This is an optimization exercise on Yosys and OpenROAD, whose aim is a short achievable clock period and few clock cycles, not a production implementation.
Only simulation tests tie the RTL to the original design; equivalence was not proved.
Power figures rest on the tool's default switching activity, not on a simulated workload.

[design/flow/run.sh]
#!/bin/bash
# synth_recipe.tcl (not shown) runs the flow's synth.tcl, then flattens the netlist and writes it again
# the make line also repeats each setting of config.mk as NAME=value (left out here)
make -C /OpenROAD-flow-scripts/flow DESIGN_CONFIG=/design/flow/config.mk WORK_HOME=/design/flow/orfs CLKGATE_MAP_FILE= SYNTH_SCRIPT=/design/flow/synth_recipe.tcl finish
[design/flow/config.mk]
export PLATFORM = sky130hd
export DESIGN_NAME = connect4_minimax_search
export DESIGN_NICKNAME = connect4_minimax_search
export VERILOG_FILES = /design/flow/design.v
export SDC_FILE = /design/flow/constraint.sdc
export NUM_CORES = 4
export LEC_CHECK = 0
export CAP_MARGIN = 20
export CORE_MARGIN = 2
export CORE_UTILIZATION = 30
export SLEW_MARGIN = 20
[design/flow/constraint.sdc]
create_clock -name core_clock -period 7.0 [get_ports {w_clk}]
set_input_delay 1.4000 -clock core_clock [delete_from_list [all_inputs] [get_ports {w_clk}]]
set_output_delay 1.4000 -clock core_clock [all_outputs]
set_load 0.01 [all_outputs]
[design/flow/design.v]
module connect4_minimax_search #(
  parameter int IS_ME = 1,
  parameter int DEPTH = 3
) (
  input  logic               w_clk,
  input  logic               w_rst,
  input  logic               w_en,
  input  logic [41:0]        i_me_field,
  input  logic [41:0]        i_op_field,
  input  logic [20:0]        i_piled_array,
  output logic               o_valid,
  output logic               o_finished,
  output logic signed [15:0] o_score,
  output logic [2:0]         o_selected_col
);
  localparam int LW = $clog2(DEPTH + 2);
  localparam logic signed [15:0] WIN_SCORE = 16'sd1000;
  localparam logic signed [15:0] NEG_INF   = -16'sd32767;
  localparam logic signed [15:0] POS_INF   = 16'sd32767;
  localparam logic ROOT_ME = (IS_ME != 0);
  typedef enum logic [2:0] {IDLE, LOAD, TRY, PLACE, CHECK, RETURN, DONE} state_t;
  typedef struct packed {
    logic [41:0]        me;
    logic [41:0]        op;
    logic [20:0]        h;
    logic [2:0]         cur;
    logic signed [15:0] best;
    logic [2:0]         bcol;
    logic               anyLegal;
  } entry_t;
  function automatic logic hasFour(input logic [41:0] b);
    logic f;
    f = 1'b0;
    for (int r = 0; r < 6; r++)
      for (int c = 0; c < 4; c++)
        f |= b[r*7+c] & b[r*7+c+1] & b[r*7+c+2] & b[r*7+c+3];
    for (int r = 0; r < 3; r++)
      for (int c = 0; c < 7; c++)
        f |= b[r*7+c] & b[r*7+c+7] & b[r*7+c+14] & b[r*7+c+21];
    for (int r = 0; r < 3; r++)
      for (int c = 0; c < 4; c++)
        f |= b[r*7+c] & b[r*7+c+8] & b[r*7+c+16] & b[r*7+c+24];
    for (int r = 0; r < 3; r++)
      for (int c = 3; c < 7; c++)
        f |= b[r*7+c] & b[r*7+c+6] & b[r*7+c+12] & b[r*7+c+18];
    hasFour = f;
  endfunction
  function automatic logic [2:0] getH(input logic [20:0] h, input logic [2:0] c);
    logic [2:0] r;
    r = 3'd6;
    for (int k = 0; k < 7; k++)
      if (c == 3'(k)) r = h[k*3 +: 3];
    getH = r;
  endfunction
  function automatic logic [20:0] incH(input logic [20:0] h, input logic [2:0] c);
    logic [20:0] r;
    r = h;
    for (int k = 0; k < 7; k++)
      if (c == 3'(k)) r[k*3 +: 3] = h[k*3 +: 3] + 3'd1;
    incH = r;
  endfunction
  state_t state_q, state_d;
  localparam int EW = 42 + 42 + 21 + 3 + 16 + 3 + 1;   
  logic [(DEPTH+1)*EW-1:0] stack_q, stack_d;
  logic [LW-1:0]      lv_q, lv_d;
  logic signed [15:0] ret_q, ret_d;
  logic               valid_q, valid_d, fin_q, fin_d;
  logic signed [15:0] score_q, score_d;
  logic [2:0]         col_q, col_d;
  entry_t     top, parent, child, curE, parE, rootE;
  logic       topMaxim, rootWin, childWin, atDepth, mergeEn;
  logic [2:0] topH;
  logic [41:0] placedBit;
  logic signed [15:0] mergeScore;
  always_comb begin
    top    = '0;
    parent = '0;
    for (int k = 0; k <= DEPTH; k++) begin
      if (lv_q == LW'(k))         top    = stack_q[k*EW +: EW];
      if (lv_q - LW'(1) == LW'(k)) parent = stack_q[k*EW +: EW];
    end
  end
  assign topMaxim  = ROOT_ME ^ lv_q[0];
  assign topH      = getH(top.h, top.cur);
  assign rootWin   = hasFour(i_me_field) | hasFour(i_op_field);
  assign childWin  = hasFour(topMaxim ? top.op : top.me);
  assign atDepth   = (lv_q == LW'(DEPTH));
  assign placedBit = 42'(1) << (int'(topH) * 7 + int'(top.cur));
  always_ff @(posedge w_clk) begin
    if (w_rst) state_q <= IDLE;
    else       state_q <= state_d;
  end
  always_comb begin
    state_d = state_q;
    if (w_en) begin
      case (state_q)
        IDLE:   state_d = LOAD;
        LOAD:   state_d = rootWin ? DONE : TRY;
        TRY: begin
          if (top.cur == 3'd7)    state_d = (lv_q == '0) ? DONE : RETURN;
          else if (topH < 3'd6)   state_d = PLACE;
        end
        PLACE:  state_d = CHECK;
        CHECK:  state_d = TRY;
        RETURN: state_d = TRY;
        DONE:   state_d = DONE;
        default: state_d = IDLE;
      endcase
    end
  end
  always_comb begin
    stack_d    = stack_q;
    lv_d       = lv_q;
    ret_d      = ret_q;
    valid_d    = valid_q;
    fin_d      = fin_q;
    score_d    = score_q;
    col_d      = col_q;
    mergeEn    = 1'b0;
    mergeScore = '0;
    child      = top;
    curE       = top;
    parE       = parent;
    rootE      = '0;
    if (w_en) begin
      case (state_q)
        LOAD: begin
          rootE.me       = i_me_field;
          rootE.op       = i_op_field;
          rootE.h        = i_piled_array;
          rootE.cur      = 3'd0;
          rootE.best     = ROOT_ME ? NEG_INF : POS_INF;
          rootE.bcol     = 3'd0;
          rootE.anyLegal = 1'b0;
          stack_d[0 +: EW] = rootE;
          lv_d = '0;
        end
        TRY: begin
          if (top.cur == 3'd7)  ret_d = top.anyLegal ? top.best : 16'sd0;
          else if (topH >= 3'd6) begin
            curE.cur      = top.cur + 3'd1;
            for (int k = 0; k <= DEPTH; k++)
              if (lv_q == LW'(k)) stack_d[k*EW +: EW] = curE;
          end
        end
        PLACE: begin
          child.me       = topMaxim ? (top.me | placedBit) : top.me;
          child.op       = topMaxim ? top.op : (top.op | placedBit);
          child.h        = incH(top.h, top.cur);
          child.cur      = 3'd0;
          child.best     = topMaxim ? POS_INF : NEG_INF;
          child.bcol     = 3'd0;
          child.anyLegal = 1'b0;
          for (int k = 0; k <= DEPTH; k++)
            if (lv_q + LW'(1) == LW'(k)) stack_d[k*EW +: EW] = child;
          curE.anyLegal           = 1'b1;
          for (int k = 0; k <= DEPTH; k++)
            if (lv_q == LW'(k)) stack_d[k*EW +: EW] = curE;
          lv_d = lv_q + LW'(1);
        end
        CHECK: begin
          if (childWin) begin
            mergeEn    = 1'b1;
            mergeScore = topMaxim ? -WIN_SCORE : WIN_SCORE;
          end else if (atDepth) begin
            mergeEn    = 1'b1;
            mergeScore = 16'sd0;
          end
        end
        RETURN: begin
          mergeEn    = 1'b1;
          mergeScore = ret_q;
        end
        default: ;
      endcase
      if (mergeEn) begin
        if ((!topMaxim && mergeScore > parent.best) || (topMaxim && mergeScore < parent.best)) begin
          parE.best = mergeScore;
          parE.bcol = parent.cur;
        end
        parE.cur = parent.cur + 3'd1;
        for (int k = 0; k <= DEPTH; k++)
          if (lv_q - LW'(1) == LW'(k)) stack_d[k*EW +: EW] = parE;
        lv_d = lv_q - LW'(1);
      end
      if (state_d == DONE && state_q != DONE) begin
        fin_d   = 1'b1;
        rootE   = stack_d[0 +: EW];
        valid_d = rootE.anyLegal;
        score_d = rootE.anyLegal ? rootE.best : 16'sd0;
        col_d   = rootE.anyLegal ? rootE.bcol : 3'd0;
      end
    end
  end
  always_ff @(posedge w_clk) begin
    if (w_rst) begin
      stack_q <= '0;
      lv_q    <= '0;
      ret_q   <= '0;
      valid_q <= 1'b0;
      fin_q   <= 1'b0;
      score_q <= '0;
      col_q   <= '0;
    end else begin
      stack_q <= stack_d;
      lv_q    <= lv_d;
      ret_q   <= ret_d;
      valid_q <= valid_d;
      fin_q   <= fin_d;
      score_q <= score_d;
      col_q   <= col_d;
    end
  end
  assign o_valid        = valid_q;
  assign o_finished     = fin_q;
  assign o_score        = score_q;
  assign o_selected_col = col_q;
endmodule
==> results.txt <==
[routing by layer]
layer | global-route usage [%] | wire length [um] | up-vias
met5 | 0.308 | 180 | -
met4 | 23.1 | 22800 | 20
met3 | 11.7 | 41700 | 1452
met2 | 47.3 | 111000 | 5455
met1 | 41.8 | 100000 | 27758
li1 | - | - | 24380
[registers in the layout, indices dropped and copies added (netlist names)]
name     count
stack_q    512
ret_q       16
score_q     16
col_q        3
lv_q         3
state_q      3
fin_q        1
valid_q      1
[cell usage after synthesis, drive strengths merged, types with 91 or more instances]
library cell	n
a21oi	600
o21ai	322
nand3	108
clkbuf	540
inv	91
nor2	747
o22ai	286
a222oi	120
a221o	100
a221oi	308
a211oi	257
nand2	634
buf	163
dfxtp	555
mux2	207
nor3	200
[worst min-delay path by stage]
| stage | to | slack, ns | depth (start not counted) |
|---|---|---|---|
| after detailed placement | valid_q | 0.44 | 2 |
| after global routing | fin_q | 0.49 | 2 |
| after floorplan | stack_q[413] | 0.45 | 2 |
| after global placement | fin_q | 0.44 | 2 |
| final | valid_q | 0.45 | 2 |
| after CTS | valid_q | 0.45 | 2 |
[stage by stage]
stage,power (mW),util (%),setup TNS (ns)
finish,9.91,35.7,0
global route,10.1,35.7,-0.274
CTS,9.75,35.4,0
detailed placement,5.71,33.7,-6.88
global placement,5.70,33.7,-16.84
floorplan,4.63,-,-13.44
[tightest hold or removal path, stage by stage, from the launching register on]
cell     delay (ns)
dfxtp_1        0.31
nand2_1        0.05
nand2_1        0.05
[report_power, final]
group          internal [mW]  switching (mW)  leakage (nW)  total (mW)
clock network           2.30            1.79          1.21        4.08
registers               3.22           0.103          4.50        3.33
logic                  0.798            1.70          12.4        2.50
[logic make-up (layout without fill, tap and decap cells)]
group,count (synthesis),count (layout)
buffers and inverters,800,782
DFF,555,555
muxes,285,285
AOI/OAI and AO/OA,2611,2611
and+or+nand+nor,2028,2029
other,0,5
xor gates and xnor gates,13,13
adders and majority gates,54,54
[repair_timing]
item / CTS / global route
buffers inserted: 0 / 26
gates cloned: 0 / 1
resized for setup: 7 / 45
setup endpoints to repair: 71 / 276
pin swaps: 0 / 8
hold endpoints to repair: 0 / 0
[final cells by class]
cell class,instances,area [um2],area share [%]
Multi-Input combinational cell,4992,32600,60.3
Timing Repair Buffer,552,5010,9.25
Tap cell,2030,2540,4.69
Clock buffer,111,2210,4.08
Sequential cell,555,11100,20.5
Antenna cell,5,12.5,0.0231
Inverter,97,377,0.696
Clock inverter,22,249,0.460
==> results.txt <==
cts hold-fix bufs 0; largest family of logic cells by synthesized area compound AO/OA/AOI/OAI gates; maximum VDD drop 0.196 mV; Overflow after GRT 0; Syn Inst Count 6346; Tcrit/Tclk final 98.1%; Post-synth EDFFs 0; largest net degree at the start of global routing 165; Core ar. 152000 um2; Rows 143; Critical Path Stages 29; Post-Place Worst Slack -0.204 ns; vias in the first global route 53978; clock skew 0.0570 ns; Fmax achieved 146 MHz; Setup crit start lv_q[1]; Buf+Inv Stages, Crit Path 8; max-cap violation count 0; CTS tree built; initial DRC count 11224; slowest CP cell or4_4; reg2reg setup slack 0.13 ns; R2R cell count 29; layout overhead on the synthesized area 18.3%; Chip Width 394 um; max-slew violations 0; Placed Area 51200 um2; ys flop type dfxtp_1; Final Non-Filler Cells 8364; final instance area 54100 um2; Ys Warns 1; PD cells 183 nW/um2; Rel. slew slack 14.4%; TritonCTS sink count 555; Synth Area in Simple Gates 19.7%; Clock Path Buffers 3; Total GRT Usage 33.3%; NumNets Final 6436; Hold Path Class flip-flop to flip-flop; insertion delay to the later sink of the worst-skew pair 0.75 ns; library cells used by synthesis 90; Crit Path Class flip-flop to flip-flop; final WL 276000 um; Synth top area share 24.3%; Tightest Pin Transition 1.28 ns; Crit path required time 7.63 ns; quantity of I/O buffers inserted on ports 128; Root Buffer clkbuf_16; Critical Path Max Stage Delay 0.62 ns; vias per cell 7.06; Fin. Hold Viols 0; CP endpoint stack_q[269]; commonest cells after routing, fill and taps aside nor2_1 (733), nand2_1 (619), a21oi_1 (587), dfxtp_1 (552), buf_4 (378); final RePlAce weighted congestion 1.06; # setup viols final 0; Synth Area in Adders 1.54%; initial antenna violation count 18; top cell type by total area after synthesis dfxtp_1; H-Tree Depth 3; post-synthesis mux area share 6.80%; FF-to-FF Start lv_q[1]; CP delay by family, top compound AO/OA/AOI/OAI gates; first-pass GRT wire length 391000 um; first drt pass iteration count 14; die area 156000 um2; Post-DP HPWL 170000 um; hold slack 0.455 ns; status no timing/DRC/antenna violations; commonest non-fill, non-tap cell in the layout nor2_1; syn nets 6508; Leakage 18.1 nW; crit end category flip-flop; DIE HEIGHT 394 um; routed len/inst 33.0 um; fin crit period 6.87 ns; Initial Util 30.1%; #FFs+latches synth 555; io pins 129; Num CTS Buffers 76; Seq/Total Area, Yosys 24.3%; DRC viols 0; XOR/XNOR Fraction of Synth Area 0.249%; RSZ-0062 raised after global routing true; area fraction in compound gates after synthesis 40.3%; Syn Std Cell Area 45700 um2; routed via count 59065; Hold Path Origin valid_q; Critical Path AT 7.50 ns; post-route setup slack 0.130 ns; Inst Count DP 8199; Synth async-reset ratio 0%; FILL cells 15958; synth top area cells dfxtp_1 (24%), a21oi_1 (6.6%), nor2_1 (6.1%); reg2reg end stack_q[269]; Crit Path Max Fanout 22; clock-pin slew on the worst setup and hold paths 0.06 ns; CP Launch Type flip-flop; number of nets still failing antenna checks after routing 0; Mapped Avg Cell Area 7.21 um2; ratio of cells with drive above 1 in the final layout 15.8%
Testbench counts, summed over its fixed seeds: cycles 405,384.

separate check: timing with driven ports:
Ports are ideal in the flow. The routed layout listed here was re-timed in OpenROAD.
Step 1 assumes that a clkbuf_16 drives the clock port and a buf_2 every other input.
Step 2 moves the port delays by t, midway between the first and last clock arrival at a register: inputs arrive t later, outputs are due t later. That takes back most of the time a late clock gives input paths.
a / b / c = ideal / step 1 / step 2; a / b = the first two.
shift t [ns]: 0.803
setup slack, ns: 0.130 / 0.130 / 0.130
worst register clock-pin slew, ns: 0.07 / 0.07
After both steps setup and hold are still met in this run. For this run, drivers alone change the setup slack by 0.000 ns; drivers and shift together by 0.000 ns.
